Background: an optimization exercise with open tools, aiming at small area, a short achievable clock period and few clock cycles per item. Do not read the settings as production practice.
In this exercise RTL edits were held to simulation tests only and were not proved equivalent to the original.

Setup of try-maple:
Design epoch_seconds_to_calendar_top, start of the top module:
module epoch_seconds_to_calendar_top (
  input  wire logic        clk,
  input  wire logic        rst,
  input  wire logic        din_valid,
  output wire logic        din_ready,
  input  wire logic [31:0] din_epoch_seconds,
  output wire logic        dout_valid,
  input  wire logic        dout_ready,
  output wire logic [5:0]  dout_second_of_minute,
  output wire logic [5:0]  dout_minute_of_hour,
  output wire logic [4:0]  dout_hour_of_day,
  output wire logic [2:0]  dout_weekday,
  output wire logic [7:0]  dout_year_offset,
  output wire logic [3:0]  dout_month_number,
  output wire logic [4:0]  dout_day_of_month
);
  logic adv;
  logic v1, v2, v3;
  assign adv       = !v3 || dout_ready;
  assign din_ready = adv;
  logic [24:0] x0;
  logic [18:0] a0, a1, a2, a3, a4;
  logic [18:0] s1, c1, s2, c2, s3, c3;
  logic [5:0]  r1_xa;
  logic [6:0]  s1_g;       
  assign x0 = din_epoch_seconds[31:7];
  assign r1_xa = x0[24:19];
  assign s1_g[0] = 64'h9696969696969696 >> r1_xa & 1'b1;
  assign s1_g[1] = 64'h2bd42bd42bd42bd4 >> r1_xa & 1'b1;
  assign s1_g[2] = 64'hcce73318cce73318 >> r1_xa & 1'b1;
  assign s1_g[3] = 64'hf0f83c1f0f07c3e0 >> r1_xa & 1'b1;
  assign s1_g[4] = 64'h00ffc01ff007fc00 >> r1_xa & 1'b1;
  assign s1_g[5] = 64'hff00001ffff80000 >> r1_xa & 1'b1;
  assign s1_g[6] = 64'hffffffe000000000 >> r1_xa & 1'b1;
  assign a0 = 19'(x0[24:7]);
  assign a1 = 19'(x0[24:8]);
  assign a2 = 19'(x0[24:13]);
  assign a3 = 19'(x0[24:17]);
  assign a4 = 19'(s1_g);
  assign s1 = a0 ^ a1 ^ a2;
  assign c1 = ((a0 & a1) | (a0 & a2) | (a1 & a2)) << 1;
  assign s2 = s1 ^ c1 ^ a3;
  assign c2 = ((s1 & c1) | (s1 & a3) | (c1 & a3)) << 1;
  assign s3 = s2 ^ c2 ^ a4;
  assign c3 = ((s2 & c2) | (s2 & a4) | (c2 & a4)) << 1;
  logic [18:0] p0;
  assign p0 = s3 + c3;
  logic [15:0] r1_qe;
  logic [17:0] r1_lo;      
  logic [10:0] s2_r;       
  logic        s2_c;       
  logic [5:0]  r1_qb;
  logic [5:0]  s2_q4e;
  logic [11:0] s2_l;
  logic [11:0] s2_rp;
  logic [15:0] s2_qe;
  assign s2_qe  = r1_qe;
  assign s2_r   = r1_lo[17:7] - ({s2_qe[1:0], 9'd0} + {s2_qe[3:0], 7'd0} + {s2_qe[5:0], 5'd0}
  ...
clock: 11.0 ns
lec_check: 0
cap_margin: 20
core_margin: 2
core_utilization: 55
slew_margin: 20
standard.sh (not shown) runs the stock make flow with config.mk's settings and CLKGATE_MAP_FILE= SYNTH_SCRIPT=/design/flow/synth_recipe.tcl, a recipe that flattens the netlist after the stock synthesis.
==> flow/flow/run.sh <==
#!/bin/bash
# The standard layout (the standard.sh: ORFS synthesis through finish) with timing repair
# aimed at 5 ns of setup slack, and the port buffers made with buf_1 cells.
set -euo pipefail
bash standard.sh SETUP_SLACK_MARGIN=5 'BUFFER_PORTS_ARGS=-buffer_cell sky130_fd_sc_hd__buf_1' finish > standard_finish.log 2>&1
Testbench counts of try-maple, summed over its fixed seeds: cycles 8,024, items 8,000.
## Diff of input files: try-harbor against try-maple
Settings: setting SETUP_SLACK_MARGIN to 4.6 for the first time; changing CORE_UTILIZATION from 55 to 40.
==> flow/run.sh (new file) <==
#!/bin/bash
# synth_recipe.tcl (not shown) runs the flow's synth.tcl, then flattens the netlist and writes it again
# the make line also repeats each setting of config.mk as NAME=value (left out here)
make -C /OpenROAD-flow-scripts/flow DESIGN_CONFIG=/design/flow/config.mk WORK_HOME=/design/flow/orfs CLKGATE_MAP_FILE= SYNTH_SCRIPT=/design/flow/synth_recipe.tcl finish
removed: flow/flow/run.sh
removed: flow/standard.sh
==> summary.txt <==
Compared with try-maple, in try-harbor time the worst path needs with I/O delays and setup higher, final-layout worst hold slack roughly the same.
For the die area, try-harbor came in 10000 um2 higher than try-maple did.
Input changes introduced in try-raven (baseline for comparison: try-harbor):
Settings: SETUP_SLACK_MARGIN: 4.6 -> unset.
==> flow/flow/run.sh (new file) <==
#!/bin/bash
set -euo pipefail
bash standard.sh SETUP_SLACK_MARGIN=6.0 finish > standard_finish.log 2>&1
==> flow/standard.sh (new file) <==
#!/bin/bash
# synth_recipe.tcl (not shown) runs the flow's synth.tcl, then flattens the netlist and writes it again
# the make line also repeats each setting of config.mk as NAME=value (left out here)
make -C /OpenROAD-flow-scripts/flow DESIGN_CONFIG=/design/flow/config.mk WORK_HOME=/design/flow/orfs CLKGATE_MAP_FILE= SYNTH_SCRIPT=/design/flow/synth_recipe.tcl "${@:-finish}"
removed: flow/run.sh
Results
In summary, try-raven completed successfully, with a layout that passed the timing, DRC and antenna checks. Going from try-harbor to try-raven, layout-stage area growth over the synthesis result went up 7.1 points, synthesized cell area held, number of setup buffers added after CTS went up 62, critical path depth in cells went up 1. Relative to try-harbor, count of clock-buffer cells in the layout has gone up in try-raven. Worst hold slack: try-harbor vs try-raven, no meaningful difference. The lower total of cells resized after clock tree synthesis came out of try-harbor.
> inputs changed (try-raven -> try-zinc)
==> flow/flow/run.sh <==
#!/bin/bash
set -euo pipefail
bash standard.sh SETUP_SLACK_MARGIN=5.5 finish > standard_finish.log 2>&1
### Flow results
Between try-raven and try-zinc, the difference in sequential share of layout area is negligible.
try-raven -> try-zinc: synthesized cell count delta 0, exact match
When try-zinc is measured against try-raven, its final area turns out 0.44% lower.
try-zinc vs. try-raven: count of clock-buffer cells in the layout went down 1, number of buffers inserted by post-CTS setup repair shows an increase of 25, total wire length stayed essentially flat.

build 58:
Starting RTL as in the previous note.
make LEC_CHECK=0 CAP_MARGIN=20 CORE_MARGIN=2 CORE_UTILIZATION=40 CTS_CLUSTER_DIAMETER=150 CTS_CLUSTER_SIZE=40 SETUP_SLACK_MARGIN=5 SLEW_MARGIN=20 finish   # period 11.0 ns
run.sh (not shown) runs the stock make flow with config.mk's settings and CLKGATE_MAP_FILE= SYNTH_SCRIPT=/design/flow/synth_recipe.tcl, a recipe that flattens the netlist after the stock synthesis.
Stock flow here: none of the scripts above is used.
Build 58 ended with every stage complete and zero timing, DRC or antenna violations.
Testbench counts of build 58, summed over its fixed seeds: cycles 8,024, items 8,000.
Input-level comparison between build 45 and build 58:
- clearing CTS_CLUSTER_SIZE, which used to be 40
- clearing SETUP_SLACK_MARGIN, which used to be 5
- clearing CTS_CLUSTER_DIAMETER, which used to be 150
- swapping 20 for 0 in SLEW_MARGIN
- swapping 20 for 0 in CAP_MARGIN
==> flow/flow/run.sh (new file) <==
#!/bin/bash
# The standard layout (the standard.sh: ORFS synthesis through finish) with timing repair
# aimed at 5 ns of setup slack, and the port buffers made with buf_1 cells.
set -euo pipefail
bash standard.sh SETUP_SLACK_MARGIN=5 'BUFFER_PORTS_ARGS=-buffer_cell sky130_fd_sc_hd__buf_1' finish > standard_finish.log 2>&1
==> flow/standard.sh (new file) <==
#!/bin/bash
# synth_recipe.tcl (not shown) runs the flow's synth.tcl, then flattens the netlist and writes it again
# the make line also repeats each setting of config.mk as NAME=value (left out here)
make -C /OpenROAD-flow-scripts/flow DESIGN_CONFIG=/design/flow/config.mk WORK_HOME=/design/flow/orfs CLKGATE_MAP_FILE= SYNTH_SCRIPT=/design/flow/synth_recipe.tcl "${@:-finish}"
removed: flow/run.sh
==> summary.txt <==
- | clock skew | build 45 vs build 58 | ≈ equal |
- Compared with build 58, build 45 shows signed area change from the synthesized netlist to the final layout lower by 3.6 points.
- Relative to build 58, ratio of final minimum period to clock period decreased by 0.57 points in build 45.
- Sequential share of layout area: build 45 vs build 58 up 0.60 points
- Build 45 vs build 58: critical path depth up
- Build 45 — cell area 3.0% lower, build 58 as reference
- The buffers plus inverters on the worst setup path of build 45 exceeds that of build 58 by 1.
- Summary: with build 58 as the reference, non-clock buffer count in build 45 moved down slightly.
- The met1 demand-to-capacity share in global routing in build 45 sits 0.49 points below the value recorded for build 58.
- Going from build 58 to build 45, detailed-routed wire length on met2 grew slightly.
- Against build 58 as the reference, build 45 delivers a higher final worst slack.
[inputs] build 33 vs build 45
- SLEW_MARGIN changed from 0 to 20
- CAP_MARGIN changed from 0 to 20
==> flow/flow/run.sh <==
#!/bin/bash
# The standard layout (the standard.sh: ORFS synthesis through finish) with timing repair
# aimed at 5 ns of setup slack, and the port buffers made with buf_2 cells.
set -euo pipefail
bash standard.sh SETUP_SLACK_MARGIN=5 'BUFFER_PORTS_ARGS=-buffer_cell sky130_fd_sc_hd__buf_2' finish > standard_finish.log 2>&1
### Flow results
- Between build 45 and build 33, the post-placement cell count does not differ in any meaningful way.
- Diff build 45 -> build 33 | routed wire length | up by a few percent
- Via density per instance ended up about 0.6% higher on build 33 than on build 45.
- Build 33 -> build 45: inserted tap cell count delta 0, exact match
- Summary — met2 routed wirelength, build 33 relative to build 45: higher, by 2.2%.
- Summary of build 33 over build 45: number of cells on the critical path fell about 3.6%, global-route usage about even.
Changes in build 62 relative to build 33:
- an added SETUP_SLACK_MARGIN of 4.0
==> flow/run.sh (new file) <==
#!/bin/bash
# synth_recipe.tcl (not shown) runs the flow's synth.tcl, then flattens the netlist and writes it again
# the make line also repeats each setting of config.mk as NAME=value (left out here)
make -C /OpenROAD-flow-scripts/flow DESIGN_CONFIG=/design/flow/config.mk WORK_HOME=/design/flow/orfs CLKGATE_MAP_FILE= SYNTH_SCRIPT=/design/flow/synth_recipe.tcl finish
removed: flow/flow/run.sh
removed: flow/standard.sh
--- outcome ---
Core utilization of the finished layout | build 62 below build 33
In build 62, count of inverters other than clock inverters in the layout is lower than in build 33.
Build 62 ends up with a number of buffers outside the clock class in the layout that is 99 lower than in build 33.
Build 62 ended up with a lower largest incremental delay on the critical path than build 33 did.

Setup of amber:
Starting RTL as in the previous note.
Settings: LEC_CHECK=0, CAP_MARGIN=20, CORE_MARGIN=2, CORE_UTILIZATION=40, GPL_TIMING_DRIVEN=1, SLEW_MARGIN=20; clock period 11.0 ns.
standard.sh (not shown) runs the stock make flow with config.mk's settings and CLKGATE_MAP_FILE= SYNTH_SCRIPT=/design/flow/synth_recipe.tcl, a recipe that flattens the netlist after the stock synthesis.
==> flow/flow/run.sh <==
#!/bin/bash
# The standard layout (the standard.sh: ORFS synthesis through finish) with timing repair
# aimed at 5 ns of setup slack, and the port buffers made with buf_1 cells.
set -euo pipefail
bash standard.sh SETUP_SLACK_MARGIN=5 'BUFFER_PORTS_ARGS=-buffer_cell sky130_fd_sc_hd__buf_1' finish > standard_finish.log 2>&1
Testbench counts of amber, summed over its fixed seeds: cycles 8,024, items 8,000.
diff inputs: amber => fjord
# amber
export LEC_CHECK = 0
export CAP_MARGIN = 20
export CORE_MARGIN = 2
export CORE_UTILIZATION = 40
export GPL_TIMING_DRIVEN = 1
export SLEW_MARGIN = 20
create_clock -name core_clock -period 11.0 [get_ports {clk}]
# fjord
export LEC_CHECK = 0
export CAP_MARGIN = 20
export CORE_MARGIN = 2
export CORE_UTILIZATION = 40
export SETUP_SLACK_MARGIN = 5
export SLEW_MARGIN = 20
create_clock -name core_clock -period 11.0 [get_ports {clk}]
==> flow/run.sh (new file) <==
#!/bin/bash
# synth_recipe.tcl (not shown) runs the flow's synth.tcl, then flattens the netlist and writes it again
# the make line also repeats each setting of config.mk as NAME=value (left out here)
make -C /OpenROAD-flow-scripts/flow DESIGN_CONFIG=/design/flow/config.mk WORK_HOME=/design/flow/orfs CLKGATE_MAP_FILE= SYNTH_SCRIPT=/design/flow/synth_recipe.tcl finish
removed: flow/flow/run.sh
removed: flow/standard.sh
### Flow results
For amber, the first element of the critical path was r1_qe[0]$_DFFE_PP_, unlike fjord, where it was r1_qe[4]$_DFFE_PP_. In the reports for fjord and amber, the smaller global-route track usage on met2 belongs to fjord. From amber to fjord the numbers moved as follows: maximum frequency went down about 1%; area growth from synthesis to layout went up; proportion of cell area occupied by multi-input gates decreased 1.4 points. From amber to fjord the numbers moved as follows: die outline area flat, number of sequential cells was more or less identical. fjord ends up with higher non-clock buffer count than amber does.
The following lists how onyx was set up differently from fjord:
# fjord
export LEC_CHECK = 0
export CAP_MARGIN = 20
export CORE_MARGIN = 2
export CORE_UTILIZATION = 40
export SETUP_SLACK_MARGIN = 5
export SLEW_MARGIN = 20
create_clock -name core_clock -period 11.0 [get_ports {clk}]
# onyx
export LEC_CHECK = 0
export CAP_MARGIN = 20
export CORE_MARGIN = 2
export CORE_UTILIZATION = 40
export SLEW_MARGIN = 20
create_clock -name core_clock -period 11.0 [get_ports {clk}]
==> flow/flow/run.sh (new file) <==
#!/bin/bash
# The standard layout (the standard.sh: ORFS synthesis through finish) with timing repair
# aimed at 5.5 ns of setup slack, and the port buffers made with buf_1 cells.
set -euo pipefail
bash standard.sh SETUP_SLACK_MARGIN=5.5 'BUFFER_PORTS_ARGS=-buffer_cell sky130_fd_sc_hd__buf_1' finish > standard_finish.log 2>&1
==> flow/standard.sh (new file) <==
#!/bin/bash
# synth_recipe.tcl (not shown) runs the flow's synth.tcl, then flattens the netlist and writes it again
# the make line also repeats each setting of config.mk as NAME=value (left out here)
make -C /OpenROAD-flow-scripts/flow DESIGN_CONFIG=/design/flow/config.mk WORK_HOME=/design/flow/orfs CLKGATE_MAP_FILE= SYNTH_SCRIPT=/design/flow/synth_recipe.tcl "${@:-finish}"
removed: flow/run.sh
Findings:
- Global-route wire length before repair: onyx worse than fjord
- Higher post-layout minimum cycle time was reported by onyx, not fjord.
- In the tables for fjord and onyx, count of clock-net buffers in the final layout reads lower with onyx.
- Cell with the biggest individual delay on the critical path = a2111oi_2: fjord; cell with the biggest individual delay on the critical path = fa_1: onyx
- Diff fjord -> onyx: share of the final layout cell area in sequential cells level; fill cell instance count of the final layout moved down; share of the clock period used by the worst path after layout moved up.
- Non-clock buffering overhead in the final layout: onyx vs fjord down 0.56 points
- On onyx: number of setup buffers added after CTS is 27 higher than what fjord gave.
- [compare] base=fjord new=onyx: global-route total usage across every layer +0.60 points; final standard cell count with taps included and fillers excluded +35; proportion of layout cells with a drive suffix above 1 +2.6 points.

-- separate check: timing with driven ports --
How much do the figures lean on ideal ports? The routed layouts below were timed once more, with nothing changed but the port constraints.
Step 1 (the two cells are an assumption about what drives the block):
set clk [get_ports {clk}]
set_driving_cell -lib_cell sky130_fd_sc_hd__clkbuf_16 $clk
set_driving_cell -lib_cell sky130_fd_sc_hd__buf_2 [delete_from_list [all_inputs] $clk]
Step 2 times the ports against the registers' clock, not the clock port: input delays grow and output delays shrink by t, the midpoint of the rising clock arrivals with the driver on.
a / b / c = ideal ports / drivers / drivers and shift; a / b = the first two.
run	t (ns)	setup slack, ns	worst setup path after step 2	clock arrival spread, ns
try-maple	0.468	5.036 / 5.036 / 4.649	input to register	0.020 / 0.021
try-harbor	0.493	4.729 / 4.729 / 4.327	input to register	0.014 / 0.013
try-raven	0.484	4.902 / 4.902 / 4.631	input to register	0.016 / 0.016
try-zinc	0.491	4.915 / 4.915 / 4.619	input to register	0.017 / 0.016
build 58	0.485	4.915 / 4.915 / 4.616	input to register	0.016 / 0.016
build 45	0.488	4.978 / 4.978 / 4.626	input to register	0.018 / 0.017
build 33	0.479	4.742 / 4.742 / 4.508	input to register	0.013 / 0.013
build 62	0.488	4.398 / 4.421 / 3.933	input to register	0.009 / 0.009
amber	0.488	4.978 / 4.978 / 4.626	input to register	0.018 / 0.017
fjord	0.485	4.915 / 4.915 / 4.616	input to register	0.016 / 0.016
onyx	0.486	4.834 / 4.834 / 4.708	input to register	0.014 / 0.014
After both steps every run listed still meets setup and hold. For build 62, which loses most, drivers alone change the setup slack by +0.023 ns; drivers and shift together by -0.465 ns.
